Source: an optimization exercise on an open RTL-to-GDS flow (aim: small area, a short achievable clock period and few clock cycles). Production flows keep margins and buffers that such runs may drop. At most, simulation tests tie the RTL to the original design; equivalence was not proved. Power is estimated from default activity; no workload was simulated.

==> flow/design.v <==
package rfsc_pkg;
	localparam logic [1:0] OP_TICK  = 2'd0;
	localparam logic [1:0] OP_PLAY  = 2'd1;
	localparam logic [1:0] OP_STOP  = 2'd2;
	localparam logic [1:0] OP_WRITE = 2'd3;
	localparam logic [1:0] EV_ACT        = 2'd0;
	localparam logic [1:0] EV_DEACT      = 2'd1;
	localparam logic [1:0] EV_NONE_FOUND = 2'd2;
endpackage
module round_filtered_step_chaser_core (
	input  logic        clk,
	input  logic        arst_n,
	input  logic        cfg_we,
	input  logic [4:0]  cfg_wdata,
	input  logic        s_tvalid,
	output logic        s_tready,
	input  logic [1:0]  s_tuser,
	input  logic [71:0] s_tdata,
	output logic        m_tvalid,
	input  logic        m_tready,
	output logic [1:0]  m_tuser,
	output logic [23:0] m_tdata,
	output logic        m_tlast
);
	localparam logic [14:0] RN_TOP = 15'h7fff;
	logic [15:0] t_dm  [16];   
	logic [14:0] t_lo  [16];
	logic [14:0] t_hi  [16];
	logic [1:0]  t_fl  [16];
	logic [3:0]  last_q;       
	logic        playing_q;
	logic        srch_q;       
	logic        tick_q;       
	logic [7:0]  cnt_q;        
	logic [16:0] el_q;
	logic [17:0] rem_q;        
	logic        dfl_q;        
	logic [3:0]  cp_q;         
	logic [15:0] ch_q;
	logic [14:0] cr_q;
	logic        inc_q;        
	logic [14:0] clo_q;        
	logic [14:0] chi_q;
	logic        cact_q;
	logic [15:0] cdm_q;
	logic        cdfl_q;
	logic        ov_q;         
	logic [1:0]  ok_q;
	logic [3:0]  os_q;
	logic [14:0] or_q;
	logic        ol_q;
	logic        pv_q;         
	logic [3:0]  ps_q;         
	logic        accept;
	logic        op_tick, op_play, op_stop, op_write;
	assign s_tready = !srch_q && !pv_q && (!ov_q || m_tready);
	assign accept   = s_tvalid && s_tready;
	assign op_tick  = accept && (s_tuser == rfsc_pkg::OP_TICK);
	assign op_play  = accept && (s_tuser == rfsc_pkg::OP_PLAY);
	assign op_stop  = accept && (s_tuser == rfsc_pkg::OP_STOP);
	assign op_write = accept && (s_tuser == rfsc_pkg::OP_WRITE);
	logic [3:0]  w_idx;
	logic [15:0] w_dur, w_min, w_ex, w_max;
	logic [15:0] w_dm;
	logic [14:0] lo_m, hi_m, w_lo, w_hi;
	logic        ex_on, never;
	assign w_idx = s_tdata[3:0];
	assign w_dur = s_tdata[19:4];
	assign w_min = s_tdata[35:20];
	assign w_ex  = s_tdata[51:36];
	assign w_max = s_tdata[67:52];
	assign w_dm  = w_dur - 16'd1;
	assign lo_m  = w_min[15] ? 15'd0 : w_min[14:0];
	assign hi_m  = w_max[15] ? RN_TOP : w_max[14:0];
	assign ex_on = !w_ex[15];
	assign never = (w_max[15] && (w_max != 16'hffff)) || (w_ex[15] && (w_ex != 16'hffff)) ||
		(ex_on && ((w_ex[14:0] < lo_m) || (w_ex[14:0] > hi_m)));
	assign w_lo  = ex_on ? w_ex[14:0] : lo_m;
	assign w_hi  = never ? 15'd0 : (ex_on ? w_ex[14:0] : hi_m);
	always_ff @(posedge clk) begin
		for (int i = 0; i < 16; i++) begin
			if (op_write && (w_idx == 4'(i))) begin
				t_dm[i] <= w_dm;
				t_lo[i] <= w_lo;
				t_hi[i] <= w_hi;
				t_fl[i] <= s_tdata[69:68];
			end
		end
	end
	logic [15:0] below;      
	always_comb for (int i = 0; i < 16; i++) below[i] = 4'(i) < last_q;
	logic        hit;
	logic        wrap;
	logic [3:0]  np;
	logic [15:0] nh;           
	logic [14:0] nr;
	logic [3:0]  cur;          
	logic [14:0] rn;           
	assign hit  = (cr_q >= clo_q) && (cr_q <= chi_q);
	assign wrap = !(|(ch_q & below));
	assign np   = wrap ? 4'd0 : cp_q + 4'd1;
	assign nh   = {ch_q[14:0] & below[14:0], wrap};
	assign nr   = (wrap && (cr_q != RN_TOP)) ? cr_q + 15'd1 : cr_q;
	assign cur  = (cp_q == 4'd0) ? last_q : cp_q - 4'd1;
	assign rn   = inc_q ? cr_q - 15'd1 : cr_q;
	logic [14:0] n_lo, n_hi;
	logic        n_act;
	logic [15:0] n_dm;
	logic        n_dfl;
	always_comb begin
		n_lo  = '0;
		n_hi  = '0;
		n_act = 1'b0;
		n_dm  = '0;
		n_dfl = 1'b0;
		for (int i = 0; i < 16; i++) begin
			n_lo  = n_lo  | (t_lo[i] & {15{nh[i]}});
			n_hi  = n_hi  | (t_hi[i] & {15{nh[i]}});
			n_act = n_act | (t_fl[i][0] & nh[i]);
			n_dm  = n_dm  | (t_dm[i] & {16{nh[i]}});
			n_dfl = n_dfl | (t_fl[i][1] & nh[i]);
		end
	end
	logic        adv;
	logic        sat;
	logic        try_c;        
	logic        is_tick;
	logic        nf;           
	logic        to_first;     
	logic [16:0] el_adv;
	logic [17:0] rem_adv;
	logic [17:0] cdm_x;        
	logic [17:0] wdm_x;
	assign sat      = &el_q;
	assign adv      = rem_q[17];
	assign el_adv   = ~rem_q[16:0] + {16'd0, !sat};
	assign cdm_x    = {{2{cdm_q == 16'hffff}}, cdm_q};
	assign wdm_x    = {{2{w_dur == 16'd0}}, w_dm};
	assign rem_adv  = cdm_x + rem_q + {17'd0, sat};
	assign try_c    = srch_q || (op_tick && playing_q && adv) || (op_play && !playing_q);
	assign is_tick  = srch_q ? tick_q : op_tick;
	assign nf       = srch_q && !hit && (cnt_q == 8'h80);
	assign to_first = (op_stop && playing_q) || nf;
	logic deact_ev;
	logic [3:0] old;
	assign deact_ev = is_tick && dfl_q;
	assign old      = srch_q ? ps_q : cur;
	always_ff @(posedge clk or negedge arst_n) begin
		if (!arst_n) begin
			last_q    <= 4'd0;
			playing_q <= 1'b0;
			srch_q    <= 1'b0;
			cp_q      <= 4'd0;
			ch_q      <= 16'd1;
			cr_q      <= 15'd1;
			ov_q      <= 1'b0;
			pv_q      <= 1'b0;
		end else begin
			if (cfg_we) begin
				if (cfg_wdata == 5'd0) last_q <= 4'd0;
				else if (cfg_wdata > 5'd16) last_q <= 4'd15;
				else last_q <= 4'(cfg_wdata - 5'd1);
			end
			if (ov_q && m_tready) begin
				ov_q <= pv_q;
				pv_q <= 1'b0;
			end
			if (op_play && !playing_q) playing_q <= 1'b1;
			if (op_stop && playing_q) begin
				playing_q <= 1'b0;
				if (dfl_q) ov_q <= 1'b1;
			end
			if (try_c) begin
				srch_q <= !hit && !nf;
				if (hit) begin
					if (cact_q || deact_ev) ov_q <= 1'b1;
					pv_q <= cact_q && deact_ev;
				end else if (nf) begin
					playing_q <= 1'b0;
					ov_q      <= 1'b1;
				end
			end
			if (to_first) begin
				cp_q <= 4'd0;
				ch_q <= 16'd1;
				cr_q <= 15'd1;
			end else if (try_c) begin
				cp_q <= np;
				ch_q <= nh;
				cr_q <= nr;
			end
		end
	end
	always_ff @(posedge clk) begin
		if (op_tick && playing_q && !adv) begin
			el_q  <= el_q + 17'd1;
			rem_q <= rem_q - 18'd1;
		end
		if (op_play && !playing_q) el_q <= 17'd0;
		if (op_write && (w_idx == cur)) begin
			rem_q <= wdm_x - {1'b0, el_q};
			dfl_q <= s_tdata[69];
		end
		if (to_first) begin
			clo_q  <= t_lo[0];
			chi_q  <= t_hi[0];
			cact_q <= t_fl[0][0];
			cdm_q  <= t_dm[0];
			cdfl_q <= t_fl[0][1];
		end else if (try_c) begin
			clo_q  <= n_lo;
			chi_q  <= n_hi;
			cact_q <= n_act;
			cdm_q  <= n_dm;
			cdfl_q <= n_dfl;
			inc_q  <= wrap && (cr_q != RN_TOP);
		end else if (op_write && (w_idx == cp_q)) begin
			clo_q  <= w_lo;
			chi_q  <= w_hi;
			cact_q <= s_tdata[68];
			cdm_q  <= w_dm;
			cdfl_q <= s_tdata[69];
		end
		if (ov_q && m_tready) begin
			ok_q <= rfsc_pkg::EV_DEACT;
			os_q <= ps_q;
			ol_q <= 1'b1;
		end
		if (op_stop && playing_q) begin
			ok_q <= rfsc_pkg::EV_DEACT;
			os_q <= cur;
			or_q <= rn;
			ol_q <= 1'b1;
		end
		if (try_c) begin
			if (!srch_q) begin
				tick_q <= op_tick;
				ps_q   <= cur;
				cnt_q  <= 8'h01;
			end else begin
				cnt_q  <= {cnt_q[6:0], cnt_q[7] ^ cnt_q[5] ^ cnt_q[4] ^ cnt_q[3]};
			end
			ok_q <= (cact_q || nf) ? {nf, 1'b0} : rfsc_pkg::EV_DEACT;
			os_q <= (cact_q || nf) ? cp_q : old;
			or_q <= cr_q;
			ol_q <= !(cact_q && deact_ev) || nf;
			if (hit) begin
				dfl_q <= cdfl_q;
				if (is_tick) begin
					el_q  <= el_adv;
					rem_q <= rem_adv;
				end else begin
					rem_q <= cdm_x;
				end
			end
		end
	end
	assign m_tvalid = ov_q;
	assign m_tuser  = ok_q;
	assign m_tdata  = {5'd0, or_q, os_q};
	assign m_tlast  = ol_q;
endmodule
==> flow/config.mk <==
export PLATFORM = sky130hd
export DESIGN_NAME = round_filtered_step_chaser_core
export DESIGN_NICKNAME = round_filtered_step_chaser_core
export VERILOG_FILES = /design/flow/design.v
export SDC_FILE = /design/flow/constraint.sdc
export NUM_CORES = 4
export LEC_CHECK = 0
export CAP_MARGIN = 20
export CORE_MARGIN = 2
export CORE_UTILIZATION = 40
export SETUP_SLACK_MARGIN = 2.6
export SLEW_MARGIN = 20
==> flow/constraint.sdc <==
create_clock -name core_clock -period 5.0 [get_ports {clk}]
set_input_delay 1.0000 -clock core_clock [delete_from_list [all_inputs] [get_ports {clk}]]
set_output_delay 1.0000 -clock core_clock [all_outputs]
set_load 0.01 [all_outputs]
run.sh (not shown) runs the stock make flow with config.mk's settings and CLKGATE_MAP_FILE= SYNTH_SCRIPT=/design/flow/synth_recipe.tcl, a recipe that flattens the netlist after the stock synthesis.
Rerun with:
--- a/flow/design.v
+++ b/flow/design.v
@@ -28,13 +28,14 @@
 	logic [14:0] t_hi  [16];
 	logic [1:0]  t_fl  [16];
 	logic [3:0]  last_q;       
 	logic        playing_q;
 	logic        srch_q;       
-	logic        tick_q;       
+	logic        dq_q;         
 	logic [7:0]  cnt_q;        
 	logic [16:0] el_q;
+	logic        sat_q;        
 	logic [17:0] rem_q;        
 	logic        dfl_q;        
 	logic [3:0]  cp_q;         
 	logic [15:0] ch_q;
 	logic [14:0] cr_q;
@@ -122,30 +123,26 @@
 		end
 	end
 	logic        adv;
 	logic        sat;
 	logic        try_c;        
-	logic        is_tick;
 	logic        nf;           
 	logic        to_first;     
 	logic [16:0] el_adv;
 	logic [17:0] rem_adv;
 	logic [17:0] cdm_x;        
-	logic [17:0] wdm_x;
-	assign sat      = &el_q;
+	assign sat      = sat_q;
 	assign adv      = rem_q[17];
 	assign el_adv   = ~rem_q[16:0] + {16'd0, !sat};
 	assign cdm_x    = {{2{cdm_q == 16'hffff}}, cdm_q};
-	assign wdm_x    = {{2{w_dur == 16'd0}}, w_dm};
 	assign rem_adv  = cdm_x + rem_q + {17'd0, sat};
 	assign try_c    = srch_q || (op_tick && playing_q && adv) || (op_play && !playing_q);
-	assign is_tick  = srch_q ? tick_q : op_tick;
 	assign nf       = srch_q && !hit && (cnt_q == 8'h80);
 	assign to_first = (op_stop && playing_q) || nf;
 	logic deact_ev;
 	logic [3:0] old;
-	assign deact_ev = is_tick && dfl_q;
+	assign deact_ev = srch_q ? dq_q : (op_tick && dfl_q);
 	assign old      = srch_q ? ps_q : cur;
 	always_ff @(posedge clk or negedge arst_n) begin
 		if (!arst_n) begin
 			last_q    <= 4'd0;
 			playing_q <= 1'b0;
@@ -190,17 +187,29 @@
 				cr_q <= nr;
 			end
 		end
 	end
 	always_ff @(posedge clk) begin
-		if (op_tick && playing_q && !adv) begin
-			el_q  <= el_q + 17'd1;
-			rem_q <= rem_q - 18'd1;
-		end
-		if (op_play && !playing_q) el_q <= 17'd0;
+		if (op_tick && playing_q) begin
+			if (adv) begin
+				el_q  <= el_adv;
+				sat_q <= sat ? (rem_q[16:0] == 17'd0) : (rem_q[16:0] == 17'd1);
+				rem_q <= rem_adv;
+			end else begin
+				el_q  <= el_q + 17'd1;
+				sat_q <= el_q == 17'h1fffe;
+				rem_q <= rem_q - 18'd1;
+			end
+		end
+		if (op_play && !playing_q) begin
+			el_q  <= 17'd0;
+			sat_q <= 1'b0;
+			rem_q <= cdm_x;
+		end
+		if (srch_q) rem_q <= cdm_x - {1'b0, el_q};
 		if (op_write && (w_idx == cur)) begin
-			rem_q <= wdm_x - {1'b0, el_q};
+			rem_q <= {2'b00, w_dur} + ~{1'b0, el_q};
 			dfl_q <= s_tdata[69];
 		end
 		if (to_first) begin
 			clo_q  <= t_lo[0];
 			chi_q  <= t_hi[0];
@@ -232,29 +241,21 @@
 			or_q <= rn;
 			ol_q <= 1'b1;
 		end
 		if (try_c) begin
 			if (!srch_q) begin
-				tick_q <= op_tick;
+				dq_q   <= op_tick && dfl_q;
 				ps_q   <= cur;
 				cnt_q  <= 8'h01;
 			end else begin
 				cnt_q  <= {cnt_q[6:0], cnt_q[7] ^ cnt_q[5] ^ cnt_q[4] ^ cnt_q[3]};
 			end
 			ok_q <= (cact_q || nf) ? {nf, 1'b0} : rfsc_pkg::EV_DEACT;
 			os_q <= (cact_q || nf) ? cp_q : old;
 			or_q <= cr_q;
 			ol_q <= !(cact_q && deact_ev) || nf;
-			if (hit) begin
-				dfl_q <= cdfl_q;
-				if (is_tick) begin
-					el_q  <= el_adv;
-					rem_q <= rem_adv;
-				end else begin
-					rem_q <= cdm_x;
-				end
-			end
+			dfl_q <= cdfl_q;
 		end
 	end
 	assign m_tvalid = ov_q;
 	assign m_tuser  = ok_q;
 	assign m_tdata  = {5'd0, or_q, os_q};
=>
- The changed run finished clean
- total power came out higher by about 14%
- die area came out higher by 2.0%
- cell area grows by about 11%
- fmax rises by 18%
- synthesized cell count climbs by about 2.4%
- non-clock buffer count rises by 245
- hold slack degrades by 0.012 ns
- area after synthesis increases by 2.0%
Function was not checked in any run of this note: the RTL went through the layout flow alone.

---

round_filtered_step_chaser_core, a different RTL version from the one above (not shown whole).
For scale: roughly 2900 cells after synthesis, roughly 930 flip-flops, ~110 I/O pins.
Settings: LEC_CHECK=0, CAP_MARGIN=20, CORE_MARGIN=2, CORE_UTILIZATION=40, SETUP_SLACK_MARGIN=2.6, SLEW_MARGIN=20; clock period 5.0 ns.
The baseline ran to the end with no violations.
Edit:
--- a/flow/design.v
+++ b/flow/design.v
@@ -25,19 +25,21 @@
 	localparam logic [14:0] RN_TOP = 15'h7fff;
 	logic [15:0] t_dm  [16];   
 	logic [14:0] t_lo  [16];
 	logic [14:0] t_hi  [16];
 	logic [1:0]  t_fl  [16];
 	logic [3:0]  last_q;       
 	logic        playing_q;
 	logic        srch_q;       
+	logic        fin_q;        
 	logic        dq_q;         
 	logic [7:0]  cnt_q;        
 	logic [16:0] el_q;
+	logic        sat_q;        
 	logic [17:0] rem_q;        
 	logic        dfl_q;        
 	logic [3:0]  cp_q;         
 	logic [15:0] ch_q;
 	logic [14:0] cr_q;
 	logic        inc_q;        
 	logic [14:0] clo_q;        
 	logic [14:0] chi_q;
@@ -124,33 +126,34 @@
 	logic        adv;
 	logic        sat;
 	logic        try_c;        
 	logic        nf;           
 	logic        to_first;     
 	logic [16:0] el_adv;
 	logic [17:0] rem_adv;
 	logic [17:0] cdm_x;        
-	assign sat      = &el_q;
+	assign sat      = sat_q;
 	assign adv      = rem_q[17];
 	assign el_adv   = ~rem_q[16:0] + {16'd0, !sat};
 	assign cdm_x    = {{2{cdm_q == 16'hffff}}, cdm_q};
 	assign rem_adv  = cdm_x + rem_q + {17'd0, sat};
-	assign try_c    = srch_q || (op_tick && playing_q && adv) || (op_play && !playing_q);
-	assign nf       = srch_q && !hit && (cnt_q == 8'h80);
-	assign to_first = (op_stop && playing_q) || nf;
+	assign try_c    = (srch_q && !fin_q) || (op_tick && playing_q && adv) || (op_play && !playing_q);
+	assign nf       = srch_q && !fin_q && !hit && (cnt_q == 8'h80);
+	assign to_first = (op_stop && playing_q) || fin_q;
 	logic deact_ev;
 	logic [3:0] old;
 	assign deact_ev = srch_q ? dq_q : (op_tick && dfl_q);
 	assign old      = srch_q ? ps_q : cur;
 	always_ff @(posedge clk or negedge arst_n) begin
 		if (!arst_n) begin
 			last_q    <= 4'd0;
 			playing_q <= 1'b0;
 			srch_q    <= 1'b0;
+			fin_q     <= 1'b0;
 			cp_q      <= 4'd0;
 			ch_q      <= 16'd1;
 			cr_q      <= 15'd1;
 			ov_q      <= 1'b0;
 			pv_q      <= 1'b0;
 		end else begin
 			if (cfg_we) begin
 				if (cfg_wdata == 5'd0) last_q <= 4'd0;
@@ -162,48 +165,56 @@
 				pv_q <= 1'b0;
 			end
 			if (op_play && !playing_q) playing_q <= 1'b1;
 			if (op_stop && playing_q) begin
 				playing_q <= 1'b0;
 				if (dfl_q) ov_q <= 1'b1;
 			end
 			if (try_c) begin
-				srch_q <= !hit && !nf;
+				srch_q <= !hit;
+				fin_q  <= nf;
 				if (hit) begin
 					if (cact_q || deact_ev) ov_q <= 1'b1;
 					pv_q <= cact_q && deact_ev;
 				end else if (nf) begin
 					playing_q <= 1'b0;
 					ov_q      <= 1'b1;
 				end
+			end
+			if (fin_q) begin
+				srch_q <= 1'b0;
+				fin_q  <= 1'b0;
 			end
 			if (to_first) begin
 				cp_q <= 4'd0;
 				ch_q <= 16'd1;
 				cr_q <= 15'd1;
 			end else if (try_c) begin
 				cp_q <= np;
 				ch_q <= nh;
 				cr_q <= nr;
 			end
 		end
 	end
 	always_ff @(posedge clk) begin
 		if (op_tick && playing_q) begin
 			if (adv) begin
 				el_q  <= el_adv;
+				sat_q <= sat ? (rem_q[16:0] == 17'd0) : (rem_q[16:0] == 17'd1);
 				rem_q <= rem_adv;
 			end else begin
 				el_q  <= el_q + 17'd1;
+				sat_q <= el_q == 17'h1fffe;
 				rem_q <= rem_q - 18'd1;
 			end
 		end
 		if (op_play && !playing_q) begin
 			el_q  <= 17'd0;
+			sat_q <= 1'b0;
 			rem_q <= cdm_x;
 		end
 		if (srch_q) rem_q <= cdm_x - {1'b0, el_q};
 		if (op_write && (w_idx == cur)) begin
 			rem_q <= {2'b00, w_dur} + ~{1'b0, el_q};
 			dfl_q <= s_tdata[69];
 		end
 		if (to_first) begin
=> The changed run ran to the end with no violations. Utilization increases by 3.7 points. Final cell count is higher by 1.5%. First-iteration DRC count is higher by 19%. Clock-buffer cell count stays the same. Worst hold slack barely changes. Clock skew goes up by 13 ps. Global-route usage increases by 1.6 points. Synthesized cell count went down by 1.0%. Synthesized area shrinks by 0.36%. Maximum frequency grows by 39%. Sequential share of layout area fell by 3.2 points. Final area climbs by 6.7%. Setup slack improves by 1200 ps. Routed wire length goes up by 18%.
Testbench counts after the change, summed over its fixed seeds: cycles 11,029.
For the first run of this note, only the layout was checked, not whether the RTL still works.

separate check: timing with driven ports:
In the flow no input, the clock included, has a driving cell. The finished layouts below were timed again as built, in two steps. Step 1 (the two cells are an assumption about what drives the block):
set clk [get_ports {clk}]
set_driving_cell -lib_cell sky130_fd_sc_hd__clkbuf_16 $clk
set_driving_cell -lib_cell sky130_fd_sc_hd__buf_2 [delete_from_list [all_inputs] $clk]
Step 2 adds t to the input delays and takes it off the output delays; t is the mean of the earliest and latest rising clock arrival at the registers after step 1. Input paths then give back, and output paths get back, about the clock's delay inside the block. a / b / c = ideal / step 1 / step 2; a / b = the first two.
run	t (ns)	setup WS [ns]	hold WS [ns]	worst setup path after step 2	worst slew at a driven data input, ns
the first run of note 1	0.734	1.263 / 1.263 / 0.689	0.335 / 0.291 / 0.496	input to register	0.10
the second run of note 1	0.762	1.828 / 1.828 / 1.334	0.323 / 0.277 / 0.513	input to register	0.13
the first run of note 2	0.743	0.701 / 0.701 / 0.701	0.327 / 0.289 / 0.492	register to register	0.17
the second run of note 2	0.756	1.905 / 1.905 / 1.492	0.328 / 0.347 / 0.511	input to register	0.12
After both steps every run listed still meets setup and hold. The setup slack of the first run of note 1, which loses most, moves by 0.000 ns with the drivers and by -0.574 ns with both steps.
